Context: an optimization exercise on an open-source flow, tuned for small area, a short achievable clock period and few clock cycles per item. The choices shown serve that exercise and are no tape-out recipe.
The RTL was checked by simulation tests, not by an equivalence proof against the original design.
Power is estimated from default activity; no workload was simulated.

## alu_exec_top
module alu_exec_top (
  input  logic                           in_clk,
  input  logic                           in_rst,
  input  logic [alu_pkg::APB_ADDR_W-1:0] paddr_i,
  input  logic                           psel_i,
  input  logic                           penable_i,
  input  logic                           pwrite_i,
  input  logic [alu_pkg::XLEN-1:0]       pwdata_i,
  output logic [alu_pkg::XLEN-1:0]       prdata_o,
  output logic                           pready_o,
  output logic                           pslverr_o
);
  localparam int W = alu_pkg::XLEN;
  logic [alu_pkg::CTL_W-1:0]      dec_ctl;
  logic                           dec_use_imm;
  logic                           dec_lui;
  logic                           dec_illegal;
  logic [alu_pkg::CTL_W-1:0]      ctl;
  logic                           use_imm;
  logic                           lui;
  logic                           access;
  logic [alu_pkg::REG_ADDR_W-1:0] raddr_s;
  logic [alu_pkg::REG_ADDR_W-1:0] rs2;
  logic [alu_pkg::REG_ADDR_W-1:0] wreg;
  logic [alu_pkg::REG_ADDR_W-1:0] raddr;
  logic                           bus_wr;
  logic                           alu_go;
  ...
Size in the first run: about 1200 flip-flops.
Settings: LEC_CHECK=0, CAP_MARGIN=20, CELL_PAD_IN_SITES_DETAIL_PLACEMENT=1, CELL_PAD_IN_SITES_GLOBAL_PLACEMENT=2, CORE_MARGIN=2, CORE_UTILIZATION=47, CTS_BUF_LIST=sky130_fd_sc_hd__clkbuf_8, CTS_CLUSTER_DIAMETER=50, CTS_CLUSTER_SIZE=16, PLACE_DENSITY=0.65, SETUP_SLACK_MARGIN=4.3, SLEW_MARGIN=20; clock period 8.0 ns.
standard.sh (not shown) runs the stock make flow with config.mk's settings and CLKGATE_MAP_FILE= SYNTH_SCRIPT=/design/flow/synth_recipe.tcl, a recipe that flattens the netlist after the stock synthesis.
==> flow/flow/run.sh <==
#!/bin/bash
# The standard layout with extra ORFS settings on make's command line
set -euo pipefail
bash standard.sh 'BUFFER_PORTS_ARGS=-buffer_cell sky130_fd_sc_hd__buf_4' finish > make_finish.log 2>&1
Testbench counts at the start, summed over its fixed seeds: cycles 49,008, transfers 24,504.
Change:
==> flow/flow/run.sh (replaced) <==
#!/bin/bash
# The standard layout with extra ORFS settings on make's command line
set -euo pipefail
bash standard.sh 'BUFFER_PORTS_ARGS=-buffer_cell sky130_fd_sc_hd__buf_2' finish > make_finish.log 2>&1
--- a/flow/config.mk
+++ b/flow/config.mk
@@ -17 +17 @@
-export SETUP_SLACK_MARGIN = 4.3
+export SETUP_SLACK_MARGIN = 4
Synthesized cell count stays the same.
Non-clock buffer count shrinks by 121.
Clock power decreases by about 3%.
Routed wire length fell by 4.8%.

* * *

Another version of the RTL of alu_exec_top (not shown whole).
For scale: about 83 I/O pins.
Settings: LEC_CHECK=0, CAP_MARGIN=20, CELL_PAD_IN_SITES_DETAIL_PLACEMENT=1, CELL_PAD_IN_SITES_GLOBAL_PLACEMENT=2, CORE_MARGIN=2, CORE_UTILIZATION=40, CTS_BUF_LIST=sky130_fd_sc_hd__clkbuf_8, CTS_CLUSTER_DIAMETER=50, CTS_CLUSTER_SIZE=16, PLACE_DENSITY=0.6, SETUP_SLACK_MARGIN=4.5, SLEW_MARGIN=20, TNS_END_PERCENT=10; clock period 8.0 ns.
run.sh (not shown) runs the stock make flow with config.mk's settings and CLKGATE_MAP_FILE= SYNTH_SCRIPT=/design/flow/synth_recipe.tcl, a recipe that flattens the netlist after the stock synthesis.
Stock flow here: none of the scripts above is used.
Testbench counts at the start, summed over its fixed seeds: cycles 49,008, transfers 24,504.
Then changed:
--- a/flow/config.mk
+++ b/flow/config.mk
@@ -6,4 +6,5 @@
 export NUM_CORES = 4
 export LEC_CHECK = 0
+export ABC_AREA = 1
 export CAP_MARGIN = 20
 export CELL_PAD_IN_SITES_DETAIL_PLACEMENT = 1
@@ -15,5 +16,4 @@
 export CTS_CLUSTER_SIZE = 16
 export PLACE_DENSITY = 0.6
-export SETUP_SLACK_MARGIN = 4.5
+export SETUP_SLACK_MARGIN = 4
 export SLEW_MARGIN = 20
-export TNS_END_PERCENT = 10
Outcome:
- final area came out lower by 3.7%
- worst setup slack improves by 0.0063 ns
- clock skew falls by 0.046 ns
- routed wire length climbs by 2.1%
- power is lower by 0.82%
Then changed:
==> flow/config.mk (replaced) <==
export PLATFORM = sky130hd
export DESIGN_NAME = alu_exec_top
export DESIGN_NICKNAME = alu_exec_top
export VERILOG_FILES = /design/flow/design.v
export SDC_FILE = /design/flow/constraint.sdc
export NUM_CORES = 4
export LEC_CHECK = 0
export CAP_MARGIN = 20
export CELL_PAD_IN_SITES_DETAIL_PLACEMENT = 1
export CELL_PAD_IN_SITES_GLOBAL_PLACEMENT = 2
export CORE_MARGIN = 2
export CORE_UTILIZATION = 40
export PLACE_DENSITY = 0.6
export SETUP_SLACK_MARGIN = 5
export SLEW_MARGIN = 20
Final area is higher by about a fifth.
Clock-buffer cell count goes up by 22.
Worst setup slack gets worse by 0.069 ns.
First-iteration DRC count grows by a quarter to a third.
Final cell count fell by about a fifth.
Die area goes down by a few percent.
Maximum frequency came out lower slightly.
Then changed:
--- a/flow/config.mk
+++ b/flow/config.mk
@@ -10,6 +10,9 @@
 export CELL_PAD_IN_SITES_GLOBAL_PLACEMENT = 2
 export CORE_MARGIN = 2
-export CORE_UTILIZATION = 40
-export PLACE_DENSITY = 0.6
-export SETUP_SLACK_MARGIN = 5
+export CORE_UTILIZATION = 47
+export CTS_BUF_LIST = sky130_fd_sc_hd__clkbuf_8
+export CTS_CLUSTER_DIAMETER = 50
+export CTS_CLUSTER_SIZE = 16
+export PLACE_DENSITY = 0.65
+export SETUP_SLACK_MARGIN = 4
 export SLEW_MARGIN = 20
What happened: Critical path depth went down by 2; synthesized cell count is unchanged; routed wire length went down by 19%; total power went down by 22%; clock power went down by 33%; worst setup slack loses 0.031 ns; sequential power went up by about 1%; final area went down by 19%.
Then changed:
==> flow/flow/run.sh (new file) <==
#!/bin/bash
# The standard layout, with the resizer free to change a cell's footprint
# (the platform's config.mk restricts it to same-size swaps otherwise)
set -euo pipefail
bash standard.sh MATCH_CELL_FOOTPRINT=0 finish > make_finish.log 2>&1
==> flow/standard.sh (new file) <==
#!/bin/bash
# synth_recipe.tcl (not shown) runs the flow's synth.tcl, then flattens the netlist and writes it again
# the make line also repeats each setting of config.mk as NAME=value (left out here)
make -C /OpenROAD-flow-scripts/flow DESIGN_CONFIG=/design/flow/config.mk WORK_HOME=/design/flow/orfs CLKGATE_MAP_FILE= SYNTH_SCRIPT=/design/flow/synth_recipe.tcl "${@:-finish}"
--- a/flow/config.mk
+++ b/flow/config.mk
@@ -10,9 +10,9 @@
 export CELL_PAD_IN_SITES_GLOBAL_PLACEMENT = 2
 export CORE_MARGIN = 2
-export CORE_UTILIZATION = 47
+export CORE_UTILIZATION = 40
 export CTS_BUF_LIST = sky130_fd_sc_hd__clkbuf_8
 export CTS_CLUSTER_DIAMETER = 50
 export CTS_CLUSTER_SIZE = 16
-export PLACE_DENSITY = 0.65
+export PLACE_DENSITY = 0.6
 export SETUP_SLACK_MARGIN = 4
 export SLEW_MARGIN = 20
removed: flow/run.sh
The changed run completed without violations.
Setup slack got worse by 0.016 ns.
Clock skew grows by 0.046 ns.
Total power rises by 5.4%.
Die area climbs by 17%.
Cell count is higher by 6.8%.
Cell area increases by 3.1%.
Non-clock buffer count rose by 74.
Clock power increases by 19%.
Synthesized cell count stays the same.
Core utilization fell by 6.8 points.
Sequential power barely changes.
Then changed:
==> flow/run.sh (new file) <==
#!/bin/bash
# synth_recipe.tcl (not shown) runs the flow's synth.tcl, then flattens the netlist and writes it again
# the make line also repeats each setting of config.mk as NAME=value (left out here)
make -C /OpenROAD-flow-scripts/flow DESIGN_CONFIG=/design/flow/config.mk WORK_HOME=/design/flow/orfs CLKGATE_MAP_FILE= SYNTH_SCRIPT=/design/flow/synth_recipe.tcl finish
--- a/flow/config.mk
+++ b/flow/config.mk
@@ -11,7 +11,4 @@
 export CORE_MARGIN = 2
 export CORE_UTILIZATION = 40
-export CTS_BUF_LIST = sky130_fd_sc_hd__clkbuf_8
-export CTS_CLUSTER_DIAMETER = 50
-export CTS_CLUSTER_SIZE = 16
 export PLACE_DENSITY = 0.6
 export SETUP_SLACK_MARGIN = 4
removed: flow/flow/run.sh
removed: flow/standard.sh
Power came out higher by 6.9%.
Utilization rose by 0.80 points.
Via count went up by 1.6%.
Wire length is higher by 1.1%.
Global-route usage increases by 0.57 points.
Synthesized cell count is unchanged.
Worst setup slack gains 0.055 ns.
Cell count hardly moves.

==> separate check: timing with driven ports <==
How much do the figures lean on ideal ports? The routed layouts below were timed once more, with nothing changed but the port constraints. Step 1: set_driving_cell puts a clkbuf_16 on in_clk and a buf_2 on each other input, an assumption about the parent block. Step 2 times the ports against the registers' clock, not the clock port: input delays grow and output delays shrink by t, the midpoint of the rising clock arrivals with the driver on. Three values: no drivers, after step 1, after step 2; two values: the first two.
| run | shift t [ns] | setup slack, ns | worst setup path at the end | slew at the worst register clock pin (ns) | worst slew at a driven data input, ns |
|---|---|---|---|---|---|
| the first run of note 1 | 0.885 | 4.148 / 4.070 / 3.184 | input to register | 0.10 / 0.10 | 0.15 |
| the second run of note 1 | 0.895 | 3.956 / 3.950 / 3.097 | input to register | 0.11 / 0.11 | 0.06 |
| the first run of note 2 | 0.893 | 4.005 / 3.902 / 3.009 | input to register | 0.11 / 0.11 | 0.21 |
| the second run of note 2 | 0.931 | 4.011 / 3.959 / 3.132 | input to register | 0.11 / 0.11 | 0.04 |
| the third run of note 2 | 0.813 | 3.942 / 3.897 / 3.084 | input to register | 0.08 / 0.08 | 0.19 |
| the fourth run of note 2 | 0.848 | 3.911 / 3.911 / 3.108 | input to register | 0.11 / 0.11 | 0.07 |
| the fifth run of note 2 | 0.946 | 3.896 / 3.894 / 2.948 | input to register | 0.11 / 0.11 | 0.08 |
| the sixth run of note 2 | 0.833 | 3.951 / 3.837 / 3.004 | input to register | 0.07 / 0.07 | 0.20 |
After both steps every run listed still meets setup and hold. For the first run of note 2, which loses most, drivers alone change the setup slack by -0.103 ns; drivers and shift together by -0.996 ns.
